What follows belongs to an exercise in optimizing a design on an open flow for small area, a short achievable clock period and few clock cycles; a production flow would make more cautious choices. Function was not checked in any run shown here: the RTL went through the layout flow alone. Power is estimated from default activity; no workload was simulated.

**flow/config.mk**
```make
export PLATFORM = sky130hd
export DESIGN_NAME = buffet_top
export DESIGN_NICKNAME = buffet_top
export VERILOG_FILES = /design/flow/design.v
export SDC_FILE = /design/flow/constraint.sdc
export NUM_CORES = 4
export LEC_CHECK = 0
export CAP_MARGIN = 20
export CORE_MARGIN = 2
export CORE_UTILIZATION = 40
export SLEW_MARGIN = 20
```
**flow/constraint.sdc**
```tcl
create_clock -name core_clock -period 4.4 [get_ports {clk}]
set_input_delay 0.8800 -clock core_clock [delete_from_list [all_inputs] [get_ports {clk}]]
set_output_delay 0.8800 -clock core_clock [all_outputs]
set_load 0.01 [all_outputs]
```
**flow/design.v**
```verilog
package buffet_pkg;
    localparam int DATA_W = 32;
    localparam int ADDR_W = 4;
    localparam int DEPTH = 16;
    localparam int SB_DEPTH = 4;
    typedef logic [DATA_W-1:0] data_t;
    typedef logic [ADDR_W-1:0] idx_t;
    typedef logic [ADDR_W:0] count_t;
    typedef struct packed {
        idx_t offset;
        logic will_update;
        logic is_shrink;
    } read_req_t;
    typedef struct packed {
        logic en;
        idx_t idx;
        data_t data;
    } wr_port_t;
    typedef enum logic {
        RD_IDLE,
        RD_WAIT
    } rd_state_e;
endpackage
`timescale 1ns/1ps
module buffet_window (
    input  logic                clk,
    input  logic                nreset_i,
    input  logic                push_valid_i,
    input  logic                credit_req_i,
    input  logic                shrink_i,
    input  buffet_pkg::idx_t    shrink_amount_i,
    output buffet_pkg::count_t  head_o,
    output buffet_pkg::count_t  tail_o,
    output logic                credit_valid_o,
    output buffet_pkg::count_t  credit_o
);
    buffet_pkg::count_t head_q;
    buffet_pkg::count_t tail_q;
    always_ff @(posedge clk or negedge nreset_i) begin
        if (!nreset_i) begin
            head_q <= '0;
            tail_q <= '0;
        end else begin
            if (push_valid_i) begin
                tail_q <= tail_q + 1'b1;
            end
            if (shrink_i) begin
                head_q <= head_q + buffet_pkg::count_t'(shrink_amount_i);
            end
        end
    end
    assign head_o = head_q;
    assign tail_o = tail_q;
    always_ff @(posedge clk or negedge nreset_i) begin
        if (!nreset_i) begin
            credit_valid_o <= 1'b0;
        end else begin
            credit_valid_o <= credit_req_i;
        end
    end
    always_ff @(posedge clk) begin
        if (credit_req_i) begin
            credit_o <= buffet_pkg::count_t'(buffet_pkg::DEPTH) - (tail_q - head_q);
        end
    end
endmodule
`timescale 1ns/1ps
module buffet_update_tracker (
    input  logic                 clk,
    input  logic                 nreset_i,
    input  logic                 update_valid_i,
    input  buffet_pkg::idx_t     update_offset_i,
    input  buffet_pkg::data_t    update_data_i,
    input  buffet_pkg::idx_t     head_i,
    input  logic                 alloc_i,
    input  buffet_pkg::idx_t     alloc_idx_i,
    output logic [buffet_pkg::DEPTH-1:0] pend_o,
    output buffet_pkg::wr_port_t update_wr_o
);
    logic [buffet_pkg::DEPTH-1:0] pend_q;
    logic upd_valid_q;
    buffet_pkg::idx_t upd_idx_q;
    buffet_pkg::data_t upd_data_q;
    always_ff @(posedge clk or negedge nreset_i) begin
        if (!nreset_i) begin
            upd_valid_q <= 1'b0;
        end else begin
            upd_valid_q <= update_valid_i;
        end
    end
    always_ff @(posedge clk) begin
        if (update_valid_i) begin
            upd_idx_q <= head_i + update_offset_i;
            upd_data_q <= update_data_i;
        end
    end
    always_ff @(posedge clk or negedge nreset_i) begin
        if (!nreset_i) begin
            pend_q <= '0;
        end else begin
            for (int i = 0; i < buffet_pkg::DEPTH; i++) begin
                if (alloc_i && alloc_idx_i == buffet_pkg::idx_t'(i)) begin
                    pend_q[i] <= 1'b1;
                end else if (upd_valid_q && upd_idx_q == buffet_pkg::idx_t'(i)) begin
                    pend_q[i] <= 1'b0;
                end
            end
        end
    end
    assign pend_o = pend_q;
    always_comb begin
        update_wr_o.en = upd_valid_q;
        update_wr_o.idx = upd_idx_q;
        update_wr_o.data = upd_data_q;
    end
endmodule
`timescale 1ns/1ps
module buffet_read_ctrl #(
    parameter int QD = 3,
    parameter bit BYP = 1'b0
) (
    input  logic                  clk,
    input  logic                  nreset_i,
    input  logic                  read_valid_i,
    input  buffet_pkg::read_req_t read_req_i,
    input  logic                  read_data_ready_i,
    input  buffet_pkg::count_t    head_i,
    input  buffet_pkg::count_t    tail_i,
    input  logic                  push_valid_i,
    input  buffet_pkg::data_t     push_data_i,
    input  logic [buffet_pkg::DEPTH-1:0] pend_i,
    input  buffet_pkg::wr_port_t  upd_wr_i,
    output logic                  read_ready_o,
    output logic                  shrink_o,
    output buffet_pkg::idx_t      shrink_amount_o,
    output logic                  alloc_o,
    output buffet_pkg::idx_t      ram_rd_idx_o,
    input  buffet_pkg::data_t     ram_rd_data_i,
    output logic                  read_data_valid_o,
    output buffet_pkg::data_t     read_data_o
);
    localparam int CW = $clog2(QD + 1);
    buffet_pkg::count_t q_pos_q [QD];
    logic [QD-1:0] q_wu_q;
    logic [CW-1:0] q_cnt_q;
    logic accept;
    logic rd_accept;
    buffet_pkg::count_t in_pos;
    logic q_empty;
    logic cand_valid;
    buffet_pkg::count_t cand_pos;
    logic cand_wu;
    buffet_pkg::count_t fill;
    logic pushed;
    logic byp_push;
    logic byp_upd;
    logic raw_ok;
    logic issue;
    logic enq;
    logic deq;
    assign read_ready_o = (q_cnt_q != CW'(QD));
    assign accept = read_valid_i && read_ready_o;
    assign rd_accept = accept && !read_req_i.is_shrink;
    assign shrink_o = accept && read_req_i.is_shrink;
    assign shrink_amount_o = read_req_i.offset;
    assign in_pos = head_i + buffet_pkg::count_t'(read_req_i.offset);
    assign q_empty = (q_cnt_q == '0);
    always_comb begin
        if (BYP && q_empty) begin
            cand_valid = rd_accept;
            cand_pos = in_pos;
            cand_wu = read_req_i.will_update;
        end else begin
            cand_valid = !q_empty;
            cand_pos = q_pos_q[0];
            cand_wu = q_wu_q[0];
        end
    end
    assign fill = tail_i - cand_pos - 1'b1;
    assign pushed = !fill[buffet_pkg::ADDR_W];
    assign byp_push = push_valid_i && (tail_i == cand_pos);
    assign byp_upd = upd_wr_i.en && (upd_wr_i.idx == cand_pos[buffet_pkg::ADDR_W-1:0]);
    assign raw_ok = !pend_i[cand_pos[buffet_pkg::ADDR_W-1:0]] || byp_upd;
    assign issue = cand_valid && (pushed || byp_push) && raw_ok && read_data_ready_i;
    assign alloc_o = issue && cand_wu;
    assign ram_rd_idx_o = cand_pos[buffet_pkg::ADDR_W-1:0];
    assign deq = issue && !q_empty;
    assign enq = rd_accept && !(BYP && q_empty && issue);
    always_ff @(posedge clk or negedge nreset_i) begin
        if (!nreset_i) begin
            q_cnt_q <= '0;
        end else begin
            q_cnt_q <= q_cnt_q + CW'(enq) - CW'(deq);
        end
    end
    always_ff @(posedge clk) begin
        for (int i = 0; i < QD; i++) begin
            if (deq) begin
                if (i + 1 < QD) begin
                    q_pos_q[i] <= q_pos_q[i+1];
                    q_wu_q[i] <= q_wu_q[i+1];
                end
            end
            if (enq && (CW'(i) == q_cnt_q - CW'(deq))) begin
                q_pos_q[i] <= in_pos;
                q_wu_q[i] <= read_req_i.will_update;
            end
        end
    end
    always_ff @(posedge clk or negedge nreset_i) begin
        if (!nreset_i) begin
            read_data_valid_o <= 1'b0;
        end else begin
            read_data_valid_o <= issue;
        end
    end
    always_ff @(posedge clk) begin
        if (byp_push) begin
            read_data_o <= push_data_i;
        end else if (byp_upd) begin
            read_data_o <= upd_wr_i.data;
        end else begin
            read_data_o <= ram_rd_data_i;
        end
    end
endmodule
`timescale 1ns/1ps
module buffet_data_ram (
    input  logic                 clk,
    input  buffet_pkg::wr_port_t push_wr_i,
    input  buffet_pkg::wr_port_t update_wr_i,
    input  buffet_pkg::idx_t     rd_idx_i,
    output buffet_pkg::data_t    rd_data_o
);
    buffet_pkg::data_t mem [buffet_pkg::DEPTH];
    always_ff @(posedge clk) begin
        if (push_wr_i.en) begin
            mem[push_wr_i.idx] <= push_wr_i.data;
        end
        if (update_wr_i.en) begin
            mem[update_wr_i.idx] <= update_wr_i.data;
        end
    end
    assign rd_data_o = mem[rd_idx_i];
endmodule
`timescale 1ns/1ps
module buffet_top (
    input  logic                  clk,
    input  logic                  nreset_i,
    input  logic                  push_valid_i,
    input  buffet_pkg::data_t     push_data_i,
    input  logic                  credit_req_i,
    output logic                  credit_valid_o,
    output buffet_pkg::count_t    credit_o,
    input  logic                  read_valid_i,
    input  buffet_pkg::read_req_t read_req_i,
    output logic                  read_ready_o,
    output logic                  read_data_valid_o,
    output buffet_pkg::data_t     read_data_o,
    input  logic                  read_data_ready_i,
    input  logic                  update_valid_i,
    input  buffet_pkg::idx_t      update_offset_i,
    input  buffet_pkg::data_t     update_data_i
);
    buffet_pkg::count_t head;
    buffet_pkg::count_t tail;
    logic shrink;
    buffet_pkg::idx_t shrink_amount;
    logic alloc;
    logic [buffet_pkg::DEPTH-1:0] pend;
    buffet_pkg::idx_t ram_rd_idx;
    buffet_pkg::data_t ram_rd_data;
    buffet_pkg::wr_port_t push_wr;
    buffet_pkg::wr_port_t update_wr;
    buffet_window u_window (
        .clk             (clk),
        .nreset_i        (nreset_i),
        .push_valid_i    (push_valid_i),
        .credit_req_i    (credit_req_i),
        .shrink_i        (shrink),
        .shrink_amount_i (shrink_amount),
        .head_o          (head),
        .tail_o          (tail),
        .credit_valid_o  (credit_valid_o),
        .credit_o        (credit_o)
    );
    always_comb begin
        push_wr.en = push_valid_i;
        push_wr.idx = tail[buffet_pkg::ADDR_W-1:0];
        push_wr.data = push_data_i;
    end
    buffet_update_tracker u_tracker (
        .clk             (clk),
        .nreset_i        (nreset_i),
        .update_valid_i  (update_valid_i),
        .update_offset_i (update_offset_i),
        .update_data_i   (update_data_i),
        .head_i          (head[buffet_pkg::ADDR_W-1:0]),
        .alloc_i         (alloc),
        .alloc_idx_i     (ram_rd_idx),
        .pend_o          (pend),
        .update_wr_o     (update_wr)
    );
    buffet_read_ctrl u_read_ctrl (
        .clk               (clk),
        .nreset_i          (nreset_i),
        .read_valid_i      (read_valid_i),
        .read_req_i        (read_req_i),
        .read_data_ready_i (read_data_ready_i),
        .head_i            (head),
        .tail_i            (tail),
        .push_valid_i      (push_valid_i),
        .push_data_i       (push_data_i),
        .pend_i            (pend),
        .upd_wr_i          (update_wr),
        .read_ready_o      (read_ready_o),
        .shrink_o          (shrink),
        .shrink_amount_o   (shrink_amount),
        .alloc_o           (alloc),
        .ram_rd_idx_o      (ram_rd_idx),
        .ram_rd_data_i     (ram_rd_data),
        .read_data_valid_o (read_data_valid_o),
        .read_data_o       (read_data_o)
    );
    buffet_data_ram u_ram (
        .clk         (clk),
        .push_wr_i   (push_wr),
        .update_wr_i (update_wr),
        .rd_idx_i    (ram_rd_idx),
        .rd_data_o   (ram_rd_data)
    );
endmodule
```
**flow/run.sh**
```bash
#!/bin/bash
# synth_recipe.tcl (not shown) runs the flow's synth.tcl, then flattens the netlist and writes it again
# the make line also repeats each setting of config.mk as NAME=value (left out here)
make -C /OpenROAD-flow-scripts/flow DESIGN_CONFIG=/design/flow/config.mk WORK_HOME=/design/flow/orfs CLKGATE_MAP_FILE= SYNTH_SCRIPT=/design/flow/synth_recipe.tcl finish
```
==> results of run 1 <==
## power by group
| group | total [µW] | internal [µW] | switching [µW] |
|---|---|---|---|
| logic | 7310 | 3680 | 3620 |
| clock network | 5890 | 3440 | 2450 |
| registers | 9070 | 8150 | 918 |
## layer usage
layer / wire, µm / vias up / part of all wire, % / GRT usage (%)
met5: 0 / - / 0 / 0
met4: 1830 / 0 / 2.3 / 6.00
met3: 3960 / 115 / 4.9 / 3.01
met2: 39700 / 467 / 49 / 34.3
met1: 35600 / 9009 / 44 / 28.2
li1: - / 7380 / - / -
## worst max-delay path, cell delays in order, from the launching register on
cell	delay, ns
edfxtp_1	0.60
inv_1	0.14
ha_1	0.34
a21oi_1	0.16
a21oi_1	0.09
o2bb2ai_1	0.37
a211oi_4	0.06
ha_1	0.33
inv_1	0.06
or3_1	0.49
mux2_2	0.34
mux2_4	0.27
## registers in the layout (all words and copies together) (netlist names), 2 cells and up, named ones only
signal and count:
u_ram.mem 512, u_read_ctrl.read_data_o 32, u_tracker.upd_data_q 32, u_tracker.pend_q 16, u_read_ctrl.q_pos_q 15, u_window.credit_o 5
u_window.head_q 5, u_window.tail_q 5, u_tracker.upd_idx_q 4, u_read_ctrl.q_wu_q 3, u_read_ctrl.q_cnt_q 2
## cell usage in the layout (no fill, tap or decap), types with 25 or more instances in the layout
master,netlist,layout
edfxtp_1,571,571
clkbuf_1,144,33
nand2_1,70,64
mux2_2,519,519
o21ai_0,69,68
dfrtp_1,31,31
mux2i_1,32,32
buf_4,0,41
inv_1,25,25
dfxtp_1,36,32
clkdlybuf4s50_1,0,119
clkbuf_16,0,78
mux4_2,163,163
## kinds of logic (layout without fill, tap and decap cells)
group / Yosys count / in the layout / synth area share [%]
mux: 719 / 719 / 32.0
flops: 638 / 638 / 60.1
xor+xnor: 21 / 21 / 0.593
compound gates: 98 / 98 / 1.79
buf+inv: 200 / 334 / 2.53
simple gates: 123 / 123 / 1.79
fa+ha+maj: 27 / 27 / 1.16
## layout make-up
| class | instances | area, µm² | share of cell area, % |
|---|---|---|---|
| clock inverters | 17 | 125 | 0.349 |
| inverters | 25 | 93.8 | 0.262 |
| multi-input cells | 988 | 11800 | 32.8 |
| clock buffers | 118 | 2170 | 6.05 |
| repair buffers | 174 | 1760 | 4.92 |
| well taps | 1040 | 1300 | 3.63 |
| flip-flops and latches | 638 | 18700 | 52.0 |
## through the flow
| stage | hold WS [ns] | total power (µW) | worst slack, ns |
|---|---|---|---|
| after floorplan | 0.442 | 13700 | 0.204 |
| after global placement | 0.464 | 16500 | 0.709 |
| after detailed placement | 0.466 | 16600 | 0.658 |
| after CTS | 0.480 | 22600 | 1.02 |
| after global routing | 0.512 | 23300 | 0.806 |
| final | 0.479 | 22300 | 1.02 |
## path summary, 6_finish.rpt
check / from / end / slack [ns] / depth (start not counted)
hold reg to reg: u_tracker.pend_q[1] / u_tracker.pend_q[1] / 0.48 / 2
max in group asynchronous: nreset_i / u_tracker.pend_q[11] / 3.38 / 2
setup / recovery: u_read_ctrl.q_pos_q[0][1] / flip-flop / 1.02 / 11
setup reg to reg: u_read_ctrl.q_pos_q[0][1] / flip-flop / 1.02 / 11
min in group asynchronous: nreset_i / u_window.head_q[3] / 0.69 / 2
hold / removal: u_tracker.pend_q[1] / u_tracker.pend_q[1] / 0.48 / 2
==> results.toml, run 1 <==
[detailed_routing]
antenna_left = 0
drt-initial-drc-count = 1213
drt_wl_total_mm = 81.1
vias = 16971
drc_errors = 0
vias_per_cell = 5.66
drtPass1Iterations = 5
wl_per_cell_um = 27.0

[cts]
clk_latency_ns = 0.61
cts_setup_buffers = 0
cts_root_buf = "clkbuf_16"
htree_levels = 3
clk_pin_slew_ns = 0.06
ctsResizeCount = 0
numCtsBuffers = 74
tritoncts = "yes"
clock_path_buffers = 3
cts.sinks = 638
holdBufCountCts = 0

[synth]
synth_cells = 1826
synth_area_um2 = 31000
synth-warning-count = 6
synth_edf_count = 571
ys_types = 41
synth_common_cells = "571 x edfxtp_1, 519 x mux2_2, 163 x mux4_2, 144 x clkbuf_1, 70 x nand2_1"
ys.flop_type = "edfxtp_1"
postSynthAreaPerCell_um2 = 17.0
synth.most_common_cell = "edfxtp_1"
synth-async-reset-ratio_pct = 4.86
yosys.area.top_type = "edfxtp_1"
yosysTopAreaCellShare_pct = 55.3
syn-num-nets = 1934
ys_ff_latch = 638
ys_seq_area_share_pct = 60.1
synth.area.top_cells = "edfxtp_1 55%, mux2_2 19%, mux4_2 12%"

[global_route]
grt_pass1_vias = 18242
grt_first_pass_wirelength_mm = 121
overflow = 0
grt_antenna_before_repair = 1
grt_usage_pct = 20.6
grt_max_degree = 48

[cells_and_area]
n_fill_cell = 6664
drive_gt1_share_pct = 45.0
design_area_um2 = 35900
fin_nets = 2009
area_delta_synth_final_pct = 15.7
fin_util_pct = 46.6
antenna_cells = 0
instances_no_fill = 3000

[timing]
fin_crit_ns = 3.38
fin_crit_sh_pct = 76.8
rsz0062_at_grt = "false"
max_slew_margin_pct = 31.5
setup_viol = 0
tightest_slew_ns = 1.02
maxSlewViolCount = 0
timing_hold_violations_final = 0
fin_worst_skew_ns = 0.0187
clock.fmax_mhz = 296
tns_ns = 0

[min_path]
min_path_type = "flip-flop to flip-flop"

[die]
start_util_pct = 40.2
dieWidth_um = 282
fp.dieH_um = 282
core_um2 = 77100
die-area_um2 = 79800
ioPinCount = 121
rows = 102

[placed_design]
post_dp_cell_area_um2 = 33600
place_congestion = 0.803
io_buffers = 120
dp_cells = 2865
place_hpwl_mm = 48.2

[worst_setup_path]
endpoint_kind = "flip-flop"
crit_arrival_ns = 3.86
critPathMaxFanout = 9
startpoint_type = "flip-flop"
cp.required_ns = 4.89
crit_type = "flip-flop to flip-flop"

[job]
cap_violations = 0

[power_and_ir_drop]
p_per_area_nw_per_um2 = 621
max-vdd-ir-drop_v = 0.000352
p_leak_uw = 0.0120

[run_status]
outcome = "timing/DRC/antenna clean"
==> run 2: changes to the inputs <==
--- a/flow/design.v
+++ b/flow/design.v
@@ -117,7 +117,7 @@
 `timescale 1ns/1ps
 module buffet_read_ctrl #(
     parameter int QD = 3,
-    parameter bit BYP = 1'b0
+    parameter bit BYP = 1'b1
 ) (
     input  logic                  clk,
     input  logic                  nreset_i,
==> run 2 against run 1 <==
Compared with the run above: now fails the layout checks on negative setup slack; clock-buffer cell count fell by 10; area after synthesis rose by 3.3%; clock power rose by 1%; cell count rose by 26%; sequential power fell by 4.2%; core utilization rose by 0.57 points; via count rose by 28%; power rose by 23%; critical path depth rose by 7; combinational power rose by 75%; die area rose by 3.2%; critical path type unchanged; largest power group is now combinational logic; highest routed layer is now met5.
==> results.toml, run 2 <==
[run_status]
outcome = "failed layout checks"
violatedChecks = "negative setup slack"

[synth]
synth_area_um2 = 32000
yosys.area.top_type = "edfxtp_1"
ys.flop_type = "edfxtp_1"
syn-num-nets = 2718
synth-warning-count = 6
synth_mux_area_share_pct = 20.0
synth_edf_count = 571
synth_compound_area_share_pct = 5.69
ys_types = 55
synth_top_family_by_area = "multiplexers"
synth_cells = 2612
yosysTopAreaCellShare_pct = 53.5
synth_common_cells = "571 x edfxtp_1, 548 x nand2_1, 520 x mux2_2, 206 x clkbuf_1, 100 x and3_1"
ys_ff_latch = 634
synthSimpleGateAreaFrac_pct = 11.3
synth_xor_area_share_pct = 0.680
synth.area.top_cells = "edfxtp_1 54%, mux2_2 18%, nand2_1 6.4%"
synth_adder_area_share_pct = 1.14
synth-async-reset-ratio_pct = 4.89
ys_seq_area_share_pct = 58.0
postSynthAreaPerCell_um2 = 12.3
synth.most_common_cell = "edfxtp_1"

[worst_setup_path]
cpMaxStageDelayCell = "fa_2"
critPathMaxFanout = 3
crit_type = "flip-flop to flip-flop"
cp.required_ns = 4.76
startpoint_type = "flip-flop"
endpoint_kind = "flip-flop"
crit_arrival_ns = 4.77
crit_chain = "ha_4 > fa_2 > nand2_2 > nand2_4 > clkinv_4 > ha_4 > a21oi_2 > maj3_2 > maj3_2 > mux2i_4 > o2111ai_4 > nor2_2 > ha_1 > or4_1 > a21oi_1 > a31o_1 > buf_6 > mux2_4"
critPathTopFamily = "adder cells"
cp_num_buf_inv = 2
worst_path_largest_cell_delay_ns = 0.55

[placed_design]
place_congestion = 0.823
io_buffers = 120
pre_cts_slack_ns = -1.18
place_hpwl_mm = 51.7

[global_route]
grt_antenna_before_repair = 2
grt_max_degree = 161
overflow = 0
grt_pass1_vias = 22183
grt_usage_pct = 23.0
grt_first_pass_wirelength_mm = 142

[detailed_routing]
vias_per_cell = 5.75
drt_wl_total_mm = 95.2
wl_per_cell_um = 25.2
antenna_left = 0
drt-initial-drc-count = 2057
drtPass1Iterations = 5
drc_errors = 0
vias = 21717

[cts]
cts.sinks = 634
numCtsBuffers = 73
clk_latency_ns = 0.63
cts_root_buf = "clkbuf_16"
clk_pin_slew_ns = 0.05
holdBufCountCts = 0
tritoncts = "yes"
clock_path_buffers = 3
htree_levels = 3

[timing]
tightest_slew_ns = 1.10
fin_crit_sh_pct = 100
fin_worst_skew_ns = 0.0181
setup_ws_ns = -0.0135
rsz0062_at_grt = "true"
setup_viol = 6
clock.fmax_mhz = 227
fin_crit_ns = 4.41
maxSlewViolCount = 0
max_slew_margin_pct = 26.4
timing_hold_violations_final = 0

[job]
cap_violations = 0

[cells_and_area]
top_register = "u_ram.mem"
area_delta_synth_final_pct = 16.4
n_fill_cell = 7146
drive_gt1_share_pct = 29.6
fin_util_pct = 47.1
largest_reg_flops = 512
antenna_cells = 0
reg.largest.list = "u_ram.mem: 512 flops, u_read_ctrl.read_data_o: 32 flops, u_tracker.upd_data_q: 32 flops"
layout_common_cells = "571 x edfxtp_1, 544 x nand2_1, 520 x mux2_2, 117 x clkdlybuf4s50_1, 100 x and3_1"
fin_nets = 2772
layout_commonest_cell = "edfxtp_1"

[die]
core_um2 = 79100
start_util_pct = 40.5
ioPinCount = 121
die-area_um2 = 82300
rows = 103
fp.dieH_um = 287
dieWidth_um = 287

[min_path]
min_path_type = "flip-flop to flip-flop"

[power_and_ir_drop]
max-vdd-ir-drop_v = 0.000750
p_leak_uw = 0.0133
p_per_area_nw_per_um2 = 736
[run 2: cell count changes in the layout (fill, tap and decap cells not counted), moves of 60 or more]
cell      previous run  this run
nand2_1             64       544
mux4_2             163         1
a311oi_1             0        98
and3_1               6       100
a21oi_1              9        70
nand3_1              8        68
[run 2: cells by family (layout without fill, tap and decap cells)]
logic type / Yosys count / after routing
buf+inv: 266 / 378
fa+ha+maj: 28 / 28
xor+xnor: 24 / 24
compound gates: 259 / 259
mux: 569 / 569
simple gates: 832 / 832
flops: 634 / 634
[run 2: worst min-delay path: stages (launching register included)]
cell and delay [ns]:
dfrtp_1 0.36, nand2_1 0.05, o21ai_0 0.06
[run 2: timing repair]
action,in CTS,in global routing
setup endpoints to repair,24,24
setup buffers,3,2
gates resized for setup,11,2
pin swaps,10,4
[run 2: final timing paths]
path                                      start  cells after the start  slack [ns]                        end
setup / recovery             u_window.head_q[0]                     18       -0.01  u_read_ctrl.q_pos_q[1][1]
hold / removal             u_tracker.pend_q[12]                      2        0.51       u_tracker.pend_q[12]
setup reg to reg             u_window.head_q[0]                     18       -0.01  u_read_ctrl.q_pos_q[1][1]
hold reg to reg            u_tracker.pend_q[12]                      2        0.51       u_tracker.pend_q[12]
max in group asynchronous              nreset_i                      2        3.41        u_tracker.pend_q[0]
min in group asynchronous              nreset_i                      2        0.67    u_window.credit_valid_o
[run 2: routing by layer]
metal	global-route usage (%)	routed length, µm	vias to the layer above
li1	-	-	9759
met1	29.8	39500	11014
met2	39.2	46900	751
met3	3.54	5730	189
met4	7.77	3080	4
met5	0	30	-
[run 2: final cells by class]
cell class	instances	area (µm²)	share of cell area [%]
sequential	634	18600	49.8
multi-input combinational	1712	12800	34.4
timing repair buffer	227	2150	5.77
clock buffer	108	2130	5.71
tap	1050	1310	3.52
clock inverter	25	218	0.584
inverter	18	80.1	0.215
[run 2: power by group]
part	total [µW]	switching (µW)	internal, µW
Combinational	12800	8030	4750
Sequential	8690	553	8130
Clock	5970	2480	3490
[run 2: stage by stage]
step	total power (µW)	instances	hold slack, ns	TNS, ns	cell area (µm²)
5_1_grt	29000	3774	0.537	-2.72	37300
6_report	27400	3774	0.507	-0.0440	37300
4_1_cts	27500	3772	0.509	-0.0000751	37300
3_3_place_gp	21200	3636	0.483	-31.93	34900
2_1_floorplan	16800	2612	0.449	-29.46	32100
3_5_place_dp	21400	3636	0.493	-35.99	34900
==> run 3: changes to the inputs <==
--- a/flow/design.v
+++ b/flow/design.v
@@ -59,9 +59,7 @@
         end
     end
     always_ff @(posedge clk) begin
-        if (credit_req_i) begin
-            credit_o <= buffet_pkg::count_t'(buffet_pkg::DEPTH) - (tail_q - head_q);
-        end
+        credit_o <= buffet_pkg::count_t'(buffet_pkg::DEPTH) - (tail_q - head_q);
     end
 endmodule
 `timescale 1ns/1ps
@@ -78,22 +76,8 @@
     output buffet_pkg::wr_port_t update_wr_o
 );
     logic [buffet_pkg::DEPTH-1:0] pend_q;
-    logic upd_valid_q;
-    buffet_pkg::idx_t upd_idx_q;
-    buffet_pkg::data_t upd_data_q;
-    always_ff @(posedge clk or negedge nreset_i) begin
-        if (!nreset_i) begin
-            upd_valid_q <= 1'b0;
-        end else begin
-            upd_valid_q <= update_valid_i;
-        end
-    end
-    always_ff @(posedge clk) begin
-        if (update_valid_i) begin
-            upd_idx_q <= head_i + update_offset_i;
-            upd_data_q <= update_data_i;
-        end
-    end
+    buffet_pkg::idx_t upd_idx;
+    assign upd_idx = head_i + update_offset_i;
     always_ff @(posedge clk or negedge nreset_i) begin
         if (!nreset_i) begin
             pend_q <= '0;
@@ -101,7 +85,7 @@
             for (int i = 0; i < buffet_pkg::DEPTH; i++) begin
                 if (alloc_i && alloc_idx_i == buffet_pkg::idx_t'(i)) begin
                     pend_q[i] <= 1'b1;
-                end else if (upd_valid_q && upd_idx_q == buffet_pkg::idx_t'(i)) begin
+                end else if (update_valid_i && upd_idx == buffet_pkg::idx_t'(i)) begin
                     pend_q[i] <= 1'b0;
                 end
             end
@@ -109,15 +93,14 @@
     end
     assign pend_o = pend_q;
     always_comb begin
-        update_wr_o.en = upd_valid_q;
-        update_wr_o.idx = upd_idx_q;
-        update_wr_o.data = upd_data_q;
+        update_wr_o.en = update_valid_i;
+        update_wr_o.idx = upd_idx;
+        update_wr_o.data = update_data_i;
     end
 endmodule
 `timescale 1ns/1ps
 module buffet_read_ctrl #(
-    parameter int QD = 3,
-    parameter bit BYP = 1'b1
+    parameter int QD = 3
 ) (
     input  logic                  clk,
     input  logic                  nreset_i,
@@ -129,7 +112,6 @@
     input  logic                  push_valid_i,
     input  buffet_pkg::data_t     push_data_i,
     input  logic [buffet_pkg::DEPTH-1:0] pend_i,
-    input  buffet_pkg::wr_port_t  upd_wr_i,
     output logic                  read_ready_o,
     output logic                  shrink_o,
     output buffet_pkg::idx_t      shrink_amount_o,
@@ -139,69 +121,65 @@
     output logic                  read_data_valid_o,
     output buffet_pkg::data_t     read_data_o
 );
-    localparam int CW = $clog2(QD + 1);
     buffet_pkg::count_t q_pos_q [QD];
     logic [QD-1:0] q_wu_q;
-    logic [CW-1:0] q_cnt_q;
+    logic [QD-1:0] q_v_q;
+    logic [QD-1:0] q_v_d;
+    logic ready_q;
     logic accept;
-    logic rd_accept;
+    logic enq;
+    logic deq;
     buffet_pkg::count_t in_pos;
-    logic q_empty;
-    logic cand_valid;
     buffet_pkg::count_t cand_pos;
-    logic cand_wu;
     buffet_pkg::count_t fill;
     logic pushed;
     logic byp_push;
-    logic byp_upd;
     logic raw_ok;
     logic issue;
-    logic enq;
-    logic deq;
-    assign read_ready_o = (q_cnt_q != CW'(QD));
-    assign accept = read_valid_i && read_ready_o;
-    assign rd_accept = accept && !read_req_i.is_shrink;
+    assign read_ready_o = ready_q;
+    assign accept = read_valid_i && ready_q;
+    assign enq = accept && !read_req_i.is_shrink;
     assign shrink_o = accept && read_req_i.is_shrink;
     assign shrink_amount_o = read_req_i.offset;
     assign in_pos = head_i + buffet_pkg::count_t'(read_req_i.offset);
-    assign q_empty = (q_cnt_q == '0);
-    always_comb begin
-        if (BYP && q_empty) begin
-            cand_valid = rd_accept;
-            cand_pos = in_pos;
-            cand_wu = read_req_i.will_update;
-        end else begin
-            cand_valid = !q_empty;
-            cand_pos = q_pos_q[0];
-            cand_wu = q_wu_q[0];
-        end
-    end
+    assign cand_pos = q_pos_q[0];
     assign fill = tail_i - cand_pos - 1'b1;
     assign pushed = !fill[buffet_pkg::ADDR_W];
     assign byp_push = push_valid_i && (tail_i == cand_pos);
-    assign byp_upd = upd_wr_i.en && (upd_wr_i.idx == cand_pos[buffet_pkg::ADDR_W-1:0]);
-    assign raw_ok = !pend_i[cand_pos[buffet_pkg::ADDR_W-1:0]] || byp_upd;
-    assign issue = cand_valid && (pushed || byp_push) && raw_ok && read_data_ready_i;
-    assign alloc_o = issue && cand_wu;
+    assign raw_ok = !pend_i[cand_pos[buffet_pkg::ADDR_W-1:0]];
+    assign issue = q_v_q[0] && (pushed || byp_push) && raw_ok && read_data_ready_i;
+    assign deq = issue;
+    assign alloc_o = issue && q_wu_q[0];
     assign ram_rd_idx_o = cand_pos[buffet_pkg::ADDR_W-1:0];
-    assign deq = issue && !q_empty;
-    assign enq = rd_accept && !(BYP && q_empty && issue);
+    always_comb begin
+        for (int i = 0; i < QD; i++) begin
+            if (deq) begin
+                q_v_d[i] = (i + 1 < QD) ? (q_v_q[i+1] || (enq && q_v_q[i])) : 1'b0;
+            end else begin
+                q_v_d[i] = q_v_q[i] || (enq && (i == 0 || q_v_q[i-1]));
+            end
+        end
+    end
     always_ff @(posedge clk or negedge nreset_i) begin
         if (!nreset_i) begin
-            q_cnt_q <= '0;
+            q_v_q <= '0;
+            ready_q <= 1'b1;
         end else begin
-            q_cnt_q <= q_cnt_q + CW'(enq) - CW'(deq);
+            q_v_q <= q_v_d;
+            ready_q <= !q_v_d[QD-1];
         end
     end
     always_ff @(posedge clk) begin
         for (int i = 0; i < QD; i++) begin
             if (deq) begin
-                if (i + 1 < QD) begin
+                if (i + 1 < QD && q_v_q[i+1]) begin
                     q_pos_q[i] <= q_pos_q[i+1];
                     q_wu_q[i] <= q_wu_q[i+1];
+                end else if (q_v_q[i]) begin
+                    q_pos_q[i] <= in_pos;
+                    q_wu_q[i] <= read_req_i.will_update;
                 end
-            end
-            if (enq && (CW'(i) == q_cnt_q - CW'(deq))) begin
+            end else if (!q_v_q[i] && (i == 0 || q_v_q[i-1])) begin
                 q_pos_q[i] <= in_pos;
                 q_wu_q[i] <= read_req_i.will_update;
             end
@@ -217,8 +195,6 @@
     always_ff @(posedge clk) begin
         if (byp_push) begin
             read_data_o <= push_data_i;
-        end else if (byp_upd) begin
-            read_data_o <= upd_wr_i.data;
         end else begin
             read_data_o <= ram_rd_data_i;
         end
@@ -312,7 +288,6 @@
         .push_valid_i      (push_valid_i),
         .push_data_i       (push_data_i),
         .pend_i            (pend),
-        .upd_wr_i          (update_wr),
         .read_ready_o      (read_ready_o),
         .shrink_o          (shrink),
         .shrink_amount_o   (shrink_amount),
--- a/flow/config.mk
+++ b/flow/config.mk
@@ -5,6 +5,7 @@
 export SDC_FILE = /design/flow/constraint.sdc
 export NUM_CORES = 4
 export LEC_CHECK = 0
+export ABC_CLOCK_PERIOD_IN_PS = 2000
 export CAP_MARGIN = 20
 export CORE_MARGIN = 2
 export CORE_UTILIZATION = 40
==> run 3 against run 2 <==
Compared with the run above: the run now finishes clean; clock skew rose by 0.011 ns; cell count fell by 25%; design area shrank 6.8%; non-clock buffer count decreased by 36; global-route usage decreased by 1.7 points; critical path type is now primary input to flip-flop; critical endpoint is now u_ram.mem[12][15].
==> results.toml, run 3 <==
[run_status]
outcome = "timing/DRC/antenna clean"

[synth]
synth_common_cells = "561 x mux2_2, 530 x edfxtp_1, 162 x mux4_2, 88 x clkbuf_1, 55 x buf_2"
synth_area_um2 = 29800
ys_types = 51
ys_ff_latch = 603
yosysTopAreaCellShare_pct = 53.5
synth.area.top_cells = "edfxtp_1 53%, mux2_2 21%, mux4_2 12%"
syn-num-nets = 1805
yosys.area.top_type = "edfxtp_1"
postSynthAreaPerCell_um2 = 17.5
synth-warning-count = 10
synth.most_common_cell = "mux2_2"
ys.flop_type = "edfxtp_1"
synth-async-reset-ratio_pct = 5.31
synth_edf_count = 530
synth_cells = 1699
ys_seq_area_share_pct = 58.9

[global_route]
grt_first_pass_wirelength_mm = 121
grt_antenna_before_repair = 4
grt_pass1_vias = 17662
overflow = 0
grt_usage_pct = 21.3
grt_max_degree = 51

[cells_and_area]
largest_reg_flops = 512
reg.largest.list = "u_ram.mem: 512 flops, u_read_ctrl.read_data_o: 32 flops, u_tracker.pend_q: 16 flops"
top_register = "u_ram.mem"
fin_nets = 1908
layout_commonest_cell = "mux2_2"
area_delta_synth_final_pct = 16.8
layout_common_cells = "561 x mux2_2, 530 x edfxtp_1, 162 x mux4_2, 120 x clkdlybuf4s50_1, 72 x clkbuf_16"
n_fill_cell = 6331
design_area_um2 = 34800
antenna_cells = 0
drive_gt1_share_pct = 50.3

[detailed_routing]
drtPass1Iterations = 5
vias = 16486
drt-initial-drc-count = 1432
antenna_left = 0
vias_per_cell = 5.83
wl_per_cell_um = 28.8
drc_errors = 0
drt_wl_total_mm = 81.3

[job]
cap_violations = 0

[cts]
ctsResizeCount = 0
holdBufCountCts = 0
htree_levels = 3
cts_root_buf = "clkbuf_16"
tritoncts = "yes"
clock_path_buffers = 3
cts_setup_buffers = 0
clk_latency_ns = 0.61
clk_pin_slew_ns = 0.06
cts.sinks = 603
numCtsBuffers = 70

[power_and_ir_drop]
p_total_uw = 23800
pwr-share-seq_pct = 38.0
p_leak_uw = 0.0117
clkPwrFrac_pct = 24.2
combPwrFrac_pct = 37.7
max-vdd-ir-drop_v = 0.000335
p_int_uw = 16000
p_per_area_nw_per_um2 = 684
netSwitchingFraction_pct = 32.7
power_switching_uw = 7780

[worst_setup_path]
cpMaxStageDelayCell = "xor2_1"
startpoint_type = "primary input"
cp.required_ns = 4.74
crit_type = "primary input to flip-flop"
cp_num_buf_inv = 2
crit_chain = "clkdlybuf4s50_1 > ha_1 > a21o_1 > a21oi_2 > xor2_1 > and3_2 > buf_4 > mux2_2"
worst_path_largest_cell_delay_ns = 0.59
critPathMaxFanout = 15
crit_arrival_ns = 3.90
endpoint_kind = "flip-flop"
critPathTopFamily = "buffers and inverters"

[placed_design]
place_hpwl_mm = 50.0
pre_cts_slack_ns = 0.226
post_dp_cell_area_um2 = 32500
io_buffers = 120
place_congestion = 0.760

[timing]
fin_crit_sh_pct = 81.0
setup_ws_ns = 0.838
maxSlewViolCount = 0
setup_viol = 0
timing_hold_violations_final = 0
fin_crit_ns = 3.56
tightest_slew_ns = 1.04
fin_worst_skew_ns = 0.0287
tns_ns = 0
clock.fmax_mhz = 281
max_slew_margin_pct = 30.5
rsz0062_at_grt = "false"

[die]
ioPinCount = 121
dieWidth_um = 277
rows = 100
fp.dieH_um = 277
start_util_pct = 40.2
die-area_um2 = 76600
core_um2 = 74100

[min_path]
min_path_type = "flip-flop to flip-flop"
==> run 3: cell types whose count changed after synthesis, sizes merged, moves of 34 or more <==
cell / change
nand3: -50
a311oi: -98
clkbuf: -118
mux4: +161
mux2: +34
edfxtp: -41
nor2: -37
nand2: -526
a21oi: -64
and3: -94
mux2i: -38
==> run 3: path summary, 6_finish.rpt <==
path	start	endpoint	slack, ns	cells after the start
worst min-delay path	u_tracker.pend_q[2]	u_tracker.pend_q[2]	0.50	1
worst min register to register	u_tracker.pend_q[2]	u_tracker.pend_q[2]	0.50	1
max in group asynchronous	nreset_i	u_read_ctrl.ready_q	3.38	2
worst max register to register	u_read_ctrl.q_pos_q[0][1]	u_read_ctrl.q_pos_q[1][4]	1.11	7
worst max-delay path	update_offset_i[1]	u_ram.mem[12][15]	0.84	8
min in group asynchronous	nreset_i	u_window.credit_valid_o	0.68	2
==> run 3: kinds of logic (layout without fill, tap and decap cells) <==
kind of cell / Yosys count / after routing / synth area share, %
multiplexers: 726 / 726 / 33.6
flip-flops: 603 / 603 / 58.9
buffers and inverters: 183 / 342 / 2.68
AND/OR/NAND/NOR: 77 / 77 / 1.58
AO/OA/AOI/OAI: 68 / 68 / 1.61
adder cells (fa/ha/maj): 25 / 25 / 1.13
XOR/XNOR: 17 / 17 / 0.525
==> run 3: power by group through the flow <==
stage	registers [µW]	clock network, µW	logic, µW
final	9040	5760	8970
after global routing	9200	6120	9500
after CTS	9070	5890	9070
after detailed placement	9180	0	9030
after global placement	9130	0	8880
after floorplan	8770	0	5930
==> run 3: per-stage QoR <==
step	instances	hold WS [ns]	utilization (%)
5_1_grt	2827	0.509	46.9
2_1_floorplan	1699	0.445	-
3_5_place_dp	2699	0.483	43.9
6_report	2827	0.498	46.9
3_3_place_gp	2695	0.462	43.7
4_1_cts	2827	0.492	46.9
==> run 3: worst reg2reg max path, stage by stage (launching register included) <==
cell and delay (ns):
edfxtp_1 0.57, inv_1 0.23, ha_1 0.35, a21oi_1 0.07, o21ai_0 0.29, mux2i_1 0.64, o21ai_0 0.24, o2bb2ai_1 0.53
==> run 3: layout make-up <==
cell class	count	area, µm²	area share [%]
sequential	603	17600	50.5
multi-input combinational	913	11600	33.4
timing repair buffer	191	2040	5.87
clock buffer	95	1930	5.55
tap	969	1210	3.49
clock inverter	33	320	0.921
inverter	23	86.3	0.248
==> run 3: layer usage <==
metal / vias to the layer above / share of wire (%) / wire [µm] / global-route usage, %
met3: 114 / 5.2 / 4190 / 3.14
met4: 8 / 2.3 / 1870 / 6.28
met1: 8801 / 44 / 35600 / 29.6
met5: - / 0.073 / 59 / 0
met2: 525 / 49 / 39500 / 34.8
li1: 7038 / - / - / -
==> run 4: changes to the inputs <==
--- a/flow/config.mk
+++ b/flow/config.mk
@@ -9,4 +9,5 @@
 export CAP_MARGIN = 20
 export CORE_MARGIN = 2
 export CORE_UTILIZATION = 40
+export SETUP_SLACK_MARGIN = 2.3
 export SLEW_MARGIN = 20
==> run 4 against run 3 <==
Compared with the run above: synthesized cell count is the same; first-iteration DRC count grew 25%; core utilization grew 9.5 points; sequential share of layout area shrank 8.5 points; flip-flop and latch count is the same; setup slack gained 0.89 ns; hold slack lost 0.0040 ns; combinational power grew 72%; wire length grew 28%; global-route usage grew 4.4 points; register-to-register slack gained 0.62 ns.
==> results.toml, run 4 <==
[run_status]
outcome = "timing/DRC/antenna clean"

[die]
start_util_pct = 40.2
die-area_um2 = 76600
core_um2 = 74100
fp.dieH_um = 277
dieWidth_um = 277
rows = 100
ioPinCount = 121

[worst_setup_path]
startpoint_type = "flip-flop"
rr_startpoint = "u_window.head_q[0]"
critPathMaxFanout = 13
rrSetupSlack_ns = 1.73
reg2reg_depth = 9
crit_arrival_ns = 2.98
endpoint_kind = "flip-flop"
crit_type = "flip-flop to flip-flop"
cp.required_ns = 4.71
rr_endpoint = "u_ram.mem[10][8]"

[placed_design]
place_congestion = 0.762
io_buffers = 120
place_hpwl_mm = 48.8
post_dp_cell_area_um2 = 32800
pre_cts_slack_ns = 0.566

[power_and_ir_drop]
p_total_uw = 30200
max-vdd-ir-drop_v = 0.000407
p_leak_uw = 0.0154
p_per_area_nw_per_um2 = 722

[synth]
ys.flop_type = "edfxtp_1"
synth.area.top_cells = "edfxtp_1 53%, mux2_2 21%, mux4_2 12%"
ys_seq_area_share_pct = 58.9
synth_cells = 1699
syn-num-nets = 1805
synth-async-reset-ratio_pct = 5.31
postSynthAreaPerCell_um2 = 17.5
yosys.area.top_type = "edfxtp_1"
synth_edf_count = 530
ys_types = 51
synth.most_common_cell = "mux2_2"
synth_common_cells = "561 x mux2_2, 530 x edfxtp_1, 162 x mux4_2, 88 x clkbuf_1, 55 x buf_2"
ys_ff_latch = 603
synth-warning-count = 10
synth_area_um2 = 29800
yosysTopAreaCellShare_pct = 53.5

[detailed_routing]
vias = 18843
wl_per_cell_um = 33.1
drtPass1Iterations = 7
wl_met1_mm = 40.3
vias_per_cell = 5.99
drc_errors = 0
top_layer_used = "met5"
wl_met3_mm = 7.45
drt-initial-drc-count = 1797
drt_wl_total_mm = 104
routed-wl-met2_mm = 50.1
antenna_left = 0

[cells_and_area]
layout_commonest_cell = "edfxtp_1"
top_register = "u_ram.mem"
design_area_um2 = 41800
fin_util_pct = 56.4
largest_reg_flops = 512
layout_common_cells = "530 x edfxtp_1, 388 x mux2_2, 173 x mux2_4, 162 x mux4_2, 121 x buf_12"
n_fill_cell = 5438
area_delta_synth_final_pct = 40.4
fin_nets = 2225
reg.largest.list = "u_ram.mem: 512 flops, u_read_ctrl.read_data_o: 32 flops, u_tracker.pend_q: 16 flops"
drive_gt1_share_pct = 61.1

[global_route]
grt_max_degree = 41
grt_usage_pct = 25.7
grt_pass1_vias = 19169
grt_first_pass_wirelength_mm = 141
grt_antenna_before_repair = 3
overflow = 0

[cts]
htree_levels = 3
holdBufCountCts = 0
clk_latency_ns = 0.63
cts.sinks = 603
clk_pin_slew_ns = 0.06
numCtsBuffers = 70
clock_path_buffers = 3
tritoncts = "yes"
cts_root_buf = "clkbuf_16"

[timing]
timing_hold_violations_final = 0
max_slew_margin_pct = 39.8
tightest_slew_ns = 0.904
maxSlewViolCount = 0
setup_viol = 0
rsz0062_at_grt = "true"
fin_crit_ns = 2.67
fin_crit_sh_pct = 60.7
setup_ws_ns = 1.73
fin_worst_skew_ns = 0.0238
clock.fmax_mhz = 374
tns_ns = 0

[min_path]
min_path_type = "flip-flop to flip-flop"
min_path_cells = 1
whs_endpoint = "u_tracker.pend_q[5]"
min-delay-start = "u_tracker.pend_q[5]"

[job]
cap_violations = 0
==> run 4: cell counts after synthesis <==
Identical to the previous run, type by type.
==> run 4: power breakdown <==
group	internal, µW	switching, µW	total (µW)
Sequential	8190	722	8910
Combinational	8480	6950	15400
Clock	3430	2410	5840
==> run 4: worst max-delay path by stage <==
stage | cells past startpoint | to | startpoint | slack, ns
2_1_floorplan | 7 | u_ram.mem[12][0] | update_offset_i[0] | 1.39
5_1_grt | 8 | u_ram.mem[2][31] | u_window.head_q[0] | 1.71
6_report | 9 | u_ram.mem[10][8] | u_window.head_q[0] | 1.73
4_1_cts | 8 | u_ram.mem[10][28] | u_window.head_q[0] | 1.82
3_5_place_dp | 8 | u_ram.mem[9][11] | update_offset_i[1] | 0.57
3_3_place_gp | 8 | u_ram.mem[12][13] | update_offset_i[1] | 0.58
==> run 4: cell type report <==
type	count	area, µm²	share of cell area [%]
multi-input cells	915	12900	31.0
well taps	969	1210	2.90
clock inverters	26	254	0.608
repair buffers	506	7700	18.4
clock buffers	103	2020	4.83
flip-flops and latches	603	17600	42.0
diodes	2	5.00	0.0120
inverters	23	96.3	0.231
==> run 4: what timing repair did <==
action                                  4_1_cts  5_1_grt
setup buffers                               183       55
gates cloned                                 56       19
endpoints found under the setup margin     1153     1120
pin swaps                                    35       24
resized for setup                           465      174
==> run 4: per-layer routing <==
metal / up-vias / track usage [%]
met4: 2 / 10.7
met2: 870 / 42.7
met3: 269 / 5.39
li1: 7713 / -
met1: 9989 / 32.6
met5: - / 0
==> run 4: through the flow <==
step | hold WS [ns] | instances
detailed placement | 0.475 | 2703
global route | 0.509 | 3146
global placement | 0.463 | 2703
finish | 0.494 | 3147
CTS | 0.488 | 3071
floorplan | 0.445 | 1699
==> run 4: kinds of logic (layout without fill, tap and decap cells) <==
group | after synthesis | in the layout | share of synthesized area (%)
fa+ha+maj | 25 | 25 | 1.13
mux | 726 | 726 | 33.6
other cells | 0 | 2 | 0
simple gates | 77 | 78 | 1.58
buf+inv | 183 | 658 | 2.68
compound gates | 68 | 69 | 1.61
xor+xnor | 17 | 17 | 0.525
flops | 603 | 603 | 58.9
==> run 4: worst max-delay path: stages, from the launching register on <==
cell     delay (ns)
dfrtp_2        0.44
ha_4           0.17
fa_2           0.42
xnor2_4        0.30
buf_12         0.17
buf_4          0.12
nand3_4        0.12
buf_6          0.15
o21ai_4        0.19
buf_12         0.25
==> run 5: changes to the inputs <==
--- a/flow/design.v
+++ b/flow/design.v
@@ -63,21 +63,86 @@
     end
 endmodule
 `timescale 1ns/1ps
-module buffet_update_tracker (
+module buffet_update_tracker #(
+    parameter int UB_SLOTS = 2
+) (
     input  logic                 clk,
     input  logic                 nreset_i,
     input  logic                 update_valid_i,
     input  buffet_pkg::idx_t     update_offset_i,
     input  buffet_pkg::data_t    update_data_i,
     input  buffet_pkg::idx_t     head_i,
+    input  buffet_pkg::wr_port_t push_wr_i,
     input  logic                 alloc_i,
     input  buffet_pkg::idx_t     alloc_idx_i,
     output logic [buffet_pkg::DEPTH-1:0] pend_o,
-    output buffet_pkg::wr_port_t update_wr_o
+    output logic                 wu_room_o,
+    input  buffet_pkg::idx_t     probe_idx_i,
+    output logic                 probe_hit_o,
+    output buffet_pkg::data_t    probe_data_o,
+    output buffet_pkg::wr_port_t ram_wr_o
 );
+    localparam int CW = $clog2(UB_SLOTS + 1);
     logic [buffet_pkg::DEPTH-1:0] pend_q;
+    logic [CW-1:0] wu_cnt_q;
+    logic [UB_SLOTS-1:0] ub_v_q;
+    buffet_pkg::idx_t ub_idx_q [UB_SLOTS];
+    buffet_pkg::data_t ub_data_q [UB_SLOTS];
     buffet_pkg::idx_t upd_idx;
+    logic [UB_SLOTS-1:0] ub_free;
+    logic [UB_SLOTS-1:0] ub_ins;
+    logic [UB_SLOTS-1:0] ub_wr;
+    logic [UB_SLOTS-1:0] ub_drop;
+    logic retire;
+    buffet_pkg::idx_t retire_idx;
+    buffet_pkg::data_t wr_data;
     assign upd_idx = head_i + update_offset_i;
+    always_comb begin
+        ub_ins = '0;
+        ub_wr = '0;
+        for (int i = UB_SLOTS - 1; i >= 0; i--) begin
+            if (!ub_v_q[i]) begin
+                ub_ins = '0;
+                ub_ins[i] = update_valid_i;
+            end
+            if (ub_v_q[i]) begin
+                ub_wr = '0;
+                ub_wr[i] = !push_wr_i.en;
+            end
+        end
+        for (int i = 0; i < UB_SLOTS; i++) begin
+            ub_drop[i] = ub_v_q[i] && push_wr_i.en && (ub_idx_q[i] == push_wr_i.idx);
+        end
+    end
+    always_comb begin
+        retire = 1'b0;
+        retire_idx = ub_idx_q[0];
+        wr_data = ub_data_q[0];
+        for (int i = 0; i < UB_SLOTS; i++) begin
+            if (ub_wr[i] || ub_drop[i]) begin
+                retire = 1'b1;
+                retire_idx = ub_idx_q[i];
+                wr_data = ub_data_q[i];
+            end
+        end
+    end
+    always_ff @(posedge clk or negedge nreset_i) begin
+        if (!nreset_i) begin
+            ub_v_q <= '0;
+            wu_cnt_q <= '0;
+        end else begin
+            ub_v_q <= (ub_v_q & ~ub_wr & ~ub_drop) | ub_ins;
+            wu_cnt_q <= wu_cnt_q + CW'(alloc_i) - CW'(retire);
+        end
+    end
+    always_ff @(posedge clk) begin
+        for (int i = 0; i < UB_SLOTS; i++) begin
+            if (ub_ins[i]) begin
+                ub_idx_q[i] <= upd_idx;
+                ub_data_q[i] <= update_data_i;
+            end
+        end
+    end
     always_ff @(posedge clk or negedge nreset_i) begin
         if (!nreset_i) begin
             pend_q <= '0;
@@ -85,7 +150,7 @@
             for (int i = 0; i < buffet_pkg::DEPTH; i++) begin
                 if (alloc_i && alloc_idx_i == buffet_pkg::idx_t'(i)) begin
                     pend_q[i] <= 1'b1;
-                end else if (update_valid_i && upd_idx == buffet_pkg::idx_t'(i)) begin
+                end else if (retire && retire_idx == buffet_pkg::idx_t'(i)) begin
                     pend_q[i] <= 1'b0;
                 end
             end
@@ -93,9 +158,24 @@
     end
     assign pend_o = pend_q;
     always_comb begin
-        update_wr_o.en = update_valid_i;
-        update_wr_o.idx = upd_idx;
-        update_wr_o.data = update_data_i;
+        probe_hit_o = 1'b0;
+        probe_data_o = ub_data_q[0];
+        for (int i = 0; i < UB_SLOTS; i++) begin
+            if (ub_v_q[i] && ub_idx_q[i] == probe_idx_i) begin
+                probe_hit_o = 1'b1;
+                probe_data_o = ub_data_q[i];
+            end
+        end
+    end
+    assign wu_room_o = (wu_cnt_q != CW'(UB_SLOTS));
+    always_comb begin
+        if (push_wr_i.en) begin
+            ram_wr_o = push_wr_i;
+        end else begin
+            ram_wr_o.en = |ub_v_q;
+            ram_wr_o.idx = retire_idx;
+            ram_wr_o.data = wr_data;
+        end
     end
 endmodule
 `timescale 1ns/1ps
@@ -112,6 +192,9 @@
     input  logic                  push_valid_i,
     input  buffet_pkg::data_t     push_data_i,
     input  logic [buffet_pkg::DEPTH-1:0] pend_i,
+    input  logic                  wu_room_i,
+    input  logic                  ub_hit_i,
+    input  buffet_pkg::data_t     ub_data_i,
     output logic                  read_ready_o,
     output logic                  shrink_o,
     output buffet_pkg::idx_t      shrink_amount_o,
@@ -146,8 +229,9 @@
     assign fill = tail_i - cand_pos - 1'b1;
     assign pushed = !fill[buffet_pkg::ADDR_W];
     assign byp_push = push_valid_i && (tail_i == cand_pos);
-    assign raw_ok = !pend_i[cand_pos[buffet_pkg::ADDR_W-1:0]];
-    assign issue = q_v_q[0] && (pushed || byp_push) && raw_ok && read_data_ready_i;
+    assign raw_ok = !pend_i[cand_pos[buffet_pkg::ADDR_W-1:0]] || (ub_hit_i && !q_wu_q[0]);
+    assign issue = q_v_q[0] && (pushed || byp_push) && raw_ok && read_data_ready_i &&
+                   (wu_room_i || !q_wu_q[0]);
     assign deq = issue;
     assign alloc_o = issue && q_wu_q[0];
     assign ram_rd_idx_o = cand_pos[buffet_pkg::ADDR_W-1:0];
@@ -195,6 +279,8 @@
     always_ff @(posedge clk) begin
         if (byp_push) begin
             read_data_o <= push_data_i;
+        end else if (ub_hit_i) begin
+            read_data_o <= ub_data_i;
         end else begin
             read_data_o <= ram_rd_data_i;
         end
@@ -203,18 +289,14 @@
 `timescale 1ns/1ps
 module buffet_data_ram (
     input  logic                 clk,
-    input  buffet_pkg::wr_port_t push_wr_i,
-    input  buffet_pkg::wr_port_t update_wr_i,
+    input  buffet_pkg::wr_port_t wr_i,
     input  buffet_pkg::idx_t     rd_idx_i,
     output buffet_pkg::data_t    rd_data_o
 );
     buffet_pkg::data_t mem [buffet_pkg::DEPTH];
     always_ff @(posedge clk) begin
-        if (push_wr_i.en) begin
-            mem[push_wr_i.idx] <= push_wr_i.data;
-        end
-        if (update_wr_i.en) begin
-            mem[update_wr_i.idx] <= update_wr_i.data;
+        if (wr_i.en) begin
+            mem[wr_i.idx] <= wr_i.data;
         end
     end
     assign rd_data_o = mem[rd_idx_i];
@@ -244,10 +326,13 @@
     buffet_pkg::idx_t shrink_amount;
     logic alloc;
     logic [buffet_pkg::DEPTH-1:0] pend;
+    logic wu_room;
+    logic ub_hit;
+    buffet_pkg::data_t ub_data;
     buffet_pkg::idx_t ram_rd_idx;
     buffet_pkg::data_t ram_rd_data;
     buffet_pkg::wr_port_t push_wr;
-    buffet_pkg::wr_port_t update_wr;
+    buffet_pkg::wr_port_t ram_wr;
     buffet_window u_window (
         .clk             (clk),
         .nreset_i        (nreset_i),
@@ -272,10 +357,15 @@
         .update_offset_i (update_offset_i),
         .update_data_i   (update_data_i),
         .head_i          (head[buffet_pkg::ADDR_W-1:0]),
+        .push_wr_i       (push_wr),
         .alloc_i         (alloc),
         .alloc_idx_i     (ram_rd_idx),
         .pend_o          (pend),
-        .update_wr_o     (update_wr)
+        .wu_room_o       (wu_room),
+        .probe_idx_i     (ram_rd_idx),
+        .probe_hit_o     (ub_hit),
+        .probe_data_o    (ub_data),
+        .ram_wr_o        (ram_wr)
     );
     buffet_read_ctrl u_read_ctrl (
         .clk               (clk),
@@ -288,6 +378,9 @@
         .push_valid_i      (push_valid_i),
         .push_data_i       (push_data_i),
         .pend_i            (pend),
+        .wu_room_i         (wu_room),
+        .ub_hit_i          (ub_hit),
+        .ub_data_i         (ub_data),
         .read_ready_o      (read_ready_o),
         .shrink_o          (shrink),
         .shrink_amount_o   (shrink_amount),
@@ -299,8 +392,7 @@
     );
     buffet_data_ram u_ram (
         .clk         (clk),
-        .push_wr_i   (push_wr),
-        .update_wr_i (update_wr),
+        .wr_i        (ram_wr),
         .rd_idx_i    (ram_rd_idx),
         .rd_data_o   (ram_rd_data)
     );
==> run 5 against run 4 <==
Compared with the run above: combinational power down 33%; core utilization shrank 1.4 points; area after synthesis decreased by 8.3%; clock power increased by 14%; wire length shrank 24%; cell count shrank 12%; die area decreased by 8.2%; clock skew rose by 0.031 ns; global-route usage shrank 3.2 points; first-iteration DRC count decreased by 1.8%; via count fell by 14%; largest cell class unchanged.
==> results.toml, run 5 <==
[synth]
synth.area.top_cells = "edfxtp_1 66%, mux4_2 13%, dfrtp_1 3.2%"
ys.flop_type = "edfxtp_1"
synth-warning-count = 12
syn-num-nets = 1583
ys_types = 53
ys_ff_latch = 679
synth_common_cells = "602 x edfxtp_1, 156 x mux4_2, 73 x nand2_1, 72 x o21ai_0, 62 x nor2_1"
ys_seq_area_share_pct = 72.5
synth_area_um2 = 27300
synth.most_common_cell = "edfxtp_1"
postSynthAreaPerCell_um2 = 18.5
synth_edf_count = 602
yosysTopAreaCellShare_pct = 66.2
synth-async-reset-ratio_pct = 5.30
synth_cells = 1478
yosys.area.top_type = "edfxtp_1"

[die]
ioPinCount = 121
die-area_um2 = 70400
start_util_pct = 40.5
fp.dieH_um = 265
rows = 95
dieWidth_um = 265
core_um2 = 67400

[cells_and_area]
layout_commonest_cell = "edfxtp_1"
fin_nets = 1952
area_delta_synth_final_pct = 35.8
top_register = "u_ram.mem"
instances_no_fill = 2781
n_fill_cell = 4931
layout_common_cells = "602 x edfxtp_1, 156 x mux4_2, 78 x clkbuf_16, 76 x clkdlybuf4s50_1"
drive_gt1_share_pct = 37.6
reg.largest.list = "u_ram.mem: 512 flops, u_tracker.ub_data_q: 64 flops, u_read_ctrl.read_data_o: 32 flops"
antenna_cells = 0
largest_reg_flops = 512

[global_route]
grt_antenna_before_repair = 1
grt_pass1_vias = 16464
grt_max_degree = 41
grt_first_pass_wirelength_mm = 113
overflow = 0
grt_usage_pct = 22.4

[detailed_routing]
vias_per_cell = 5.83
drtPass1Iterations = 5
antenna_left = 0
drt-initial-drc-count = 1764
wl_per_cell_um = 28.6
vias = 16205
drc_errors = 0
drt_wl_total_mm = 79.5

[worst_setup_path]
crit_end = "u_ram.mem[15][20]"
rrSetupSlack_ns = 1.74
endpoint_kind = "flip-flop"
worst_path_largest_cell_delay_ns = 0.45
rr_startpoint = "u_tracker.ub_idx_q[1][1]"
critPathMaxFanout = 6
reg2reg_depth = 9
crit_top_cell = "buf_6"
cpMaxStageDelayCell = "edfxtp_1"
rr_endpoint = "u_ram.mem[15][20]"
crit_chain = "xnor2_1 > nand4_1 > a21o_4 > buf_6 > mux2_4 > o21a_4 > nor2_4 > buf_6 > buf_12"
crit_type = "flip-flop to flip-flop"
crit_arrival_ns = 2.99
startpoint = "u_tracker.ub_idx_q[1][1]"
startpoint_type = "flip-flop"
cp.required_ns = 4.73

[timing]
max_slew_margin_pct = 39.6
rsz0062_at_grt = "true"
clock.fmax_mhz = 376
fin_crit_sh_pct = 60.4
maxSlewViolCount = 0
fin_crit_ns = 2.66
tightest_slew_ns = 0.906
tns_ns = 0
timing_hold_violations_final = 0
fin_worst_skew_ns = 0.0547
setup_viol = 0

[cts]
numCtsBuffers = 75
cts.sinks = 679
clk_latency_ns = 0.65
cts_root_buf = "clkbuf_16"
clk_pin_slew_ns = 0.06
clock_path_buffers = 3
holdBufCountCts = 0
tritoncts = "yes"
htree_levels = 3

[placed_design]
place_congestion = 0.787
io_buffers = 120
place_hpwl_mm = 38.7
dp_cells = 2426

[job]
cap_violations = 0

[min_path]
min_path_type = "primary input to async pin"

[power_and_ir_drop]
p_per_area_nw_per_um2 = 710
max-vdd-ir-drop_v = 0.000394
p_leak_uw = 0.0129

[run_status]
outcome = "timing/DRC/antenna clean"
==> run 5: changes by cell type in the layout (fill, tap and decap cells not counted), moves of 18 or more <==
cell and delta:
a21oi_1 +21, a221oi_1 +22, buf_12 -64, buf_16 -18, buf_6 -38, edfxtp_1 +72
mux2_2 -374, mux2_4 -171, mux2i_1 +33, nand2_1 +54, nand4_1 +24, nor2_1 +33
nor2_4 +18, o21ai_0 +19
==> run 5: timing repair <==
item | 4_1_cts | 5_1_grt
cloned | 51 | 2
buffers inserted | 136 | 28
pin swaps | 34 | 37
setup endpoints to repair | 1177 | 1030
resized for setup | 328 | 97
==> run 5: through the flow <==
step           cell area (µm²)  total power [µW]  utilization (%)  hold slack [ns]  worst slack (ns)
4_1_cts                  36400             25900             54.0            0.379              1.72
6_report                 37100             26300             55.0            0.384              1.74
3_5_place_dp             30100             17000             44.7            0.458             0.705
5_1_grt                  37100             27400             55.0            0.461              1.65
3_3_place_gp             30100             16900             44.7            0.452             0.778
2_1_floorplan            27800             14400                -            0.438              1.57
==> run 5: report_power, final <==
| part | total [µW] | internal (µW) | switching, µW |
|---|---|---|---|
| Sequential | 9430 | 8660 | 771 |
| Clock | 6660 | 4000 | 2660 |
| Combinational | 10300 | 5120 | 5130 |
| Total | 26300 | 17800 | 8560 |
==> run 5: cell families after synthesis <==
kind of cell,synth area share (%)
flip-flops,72.5
multiplexers,15.2
AND/OR/NAND/NOR,3.61
AO/OA/AOI/OAI,4.66
buffers and inverters,1.80
XOR/XNOR,1.06
adder cells (fa/ha/maj),1.18
==> run 5: area by class of cell <==
type / count / area, µm² / area share [%]
clock buffers: 94 / 2020 / 5.45
clock inverters: 44 / 602 / 1.62
inverters: 34 / 128 / 0.344
multi-input cells: 680 / 8210 / 22.1
flip-flops and latches: 679 / 19800 / 53.4
well taps: 873 / 1090 / 2.95
repair buffers: 377 / 5210 / 14.1
==> run 5: worst max-delay path: cells and delay by family, from the launching register on <==
family,cells,cell delay (ns)
AO/OA/AOI/OAI,2,0.56
buffers and inverters,3,0.47
flip-flops,1,0.45
AND/OR/NAND/NOR,2,0.39
multiplexers,1,0.30
XOR/XNOR,1,0.20
==> run 5: routing by layer <==
layer | routed length (µm) | global-route usage, %
met1 | 32000 | 30.9
met2 | 38100 | 35.6
met3 | 6850 | 4.30
met4 | 2550 | 8.49
met5 | 13 | 0
==> run 5: worst min path at each step <==
stage,startpoint,end,slack [ns],cells past startpoint
3_5_place_dp,u_tracker.wu_cnt_q[1],u_tracker.wu_cnt_q[1],0.46,1
2_1_floorplan,u_tracker.wu_cnt_q[1],u_tracker.wu_cnt_q[1],0.44,1
4_1_cts,nreset_i,u_tracker.ub_v_q[1],0.38,1
3_3_place_gp,u_tracker.wu_cnt_q[1],u_tracker.wu_cnt_q[1],0.45,1
6_report,nreset_i,u_read_ctrl.q_v_q[1],0.38,1
5_1_grt,nreset_i,u_read_ctrl.read_data_valid_o,0.46,1

[re-timing with driven ports]
How much do the figures lean on ideal ports? The routed layouts below were timed once more, with nothing changed but the port constraints. Step 1: set_driving_cell puts a clkbuf_16 on clk and a buf_2 on each other input, an assumption about the parent block. Step 2, shift: input delay + t, output delay - t, t = (earliest + latest rising clock arrival at the registers) / 2. This alone moves slack from input paths to output paths. Three values: ideal, step 1, step 2; two values: the first two.
run	shift t [ns]	setup slack, ns	worst setup path after step 2	latest minus earliest clock arrival (ns)
run 1	0.668	1.023 / 1.023 / 0.672	input to register	0.026 / 0.026
run 2	0.678	-0.013 / -0.013 / -0.624	input to register	0.025 / 0.025
run 3	0.661	0.838 / 0.874 / 0.214	input to register	0.029 / 0.029
run 4	0.681	1.728 / 1.728 / 1.141	input to register	0.030 / 0.031
run 5	0.686	1.742 / 1.742 / 1.312	input to register	0.057 / 0.056
The setup slack of run 3, which loses most, moves by +0.036 ns with the drivers and by -0.624 ns with both steps.
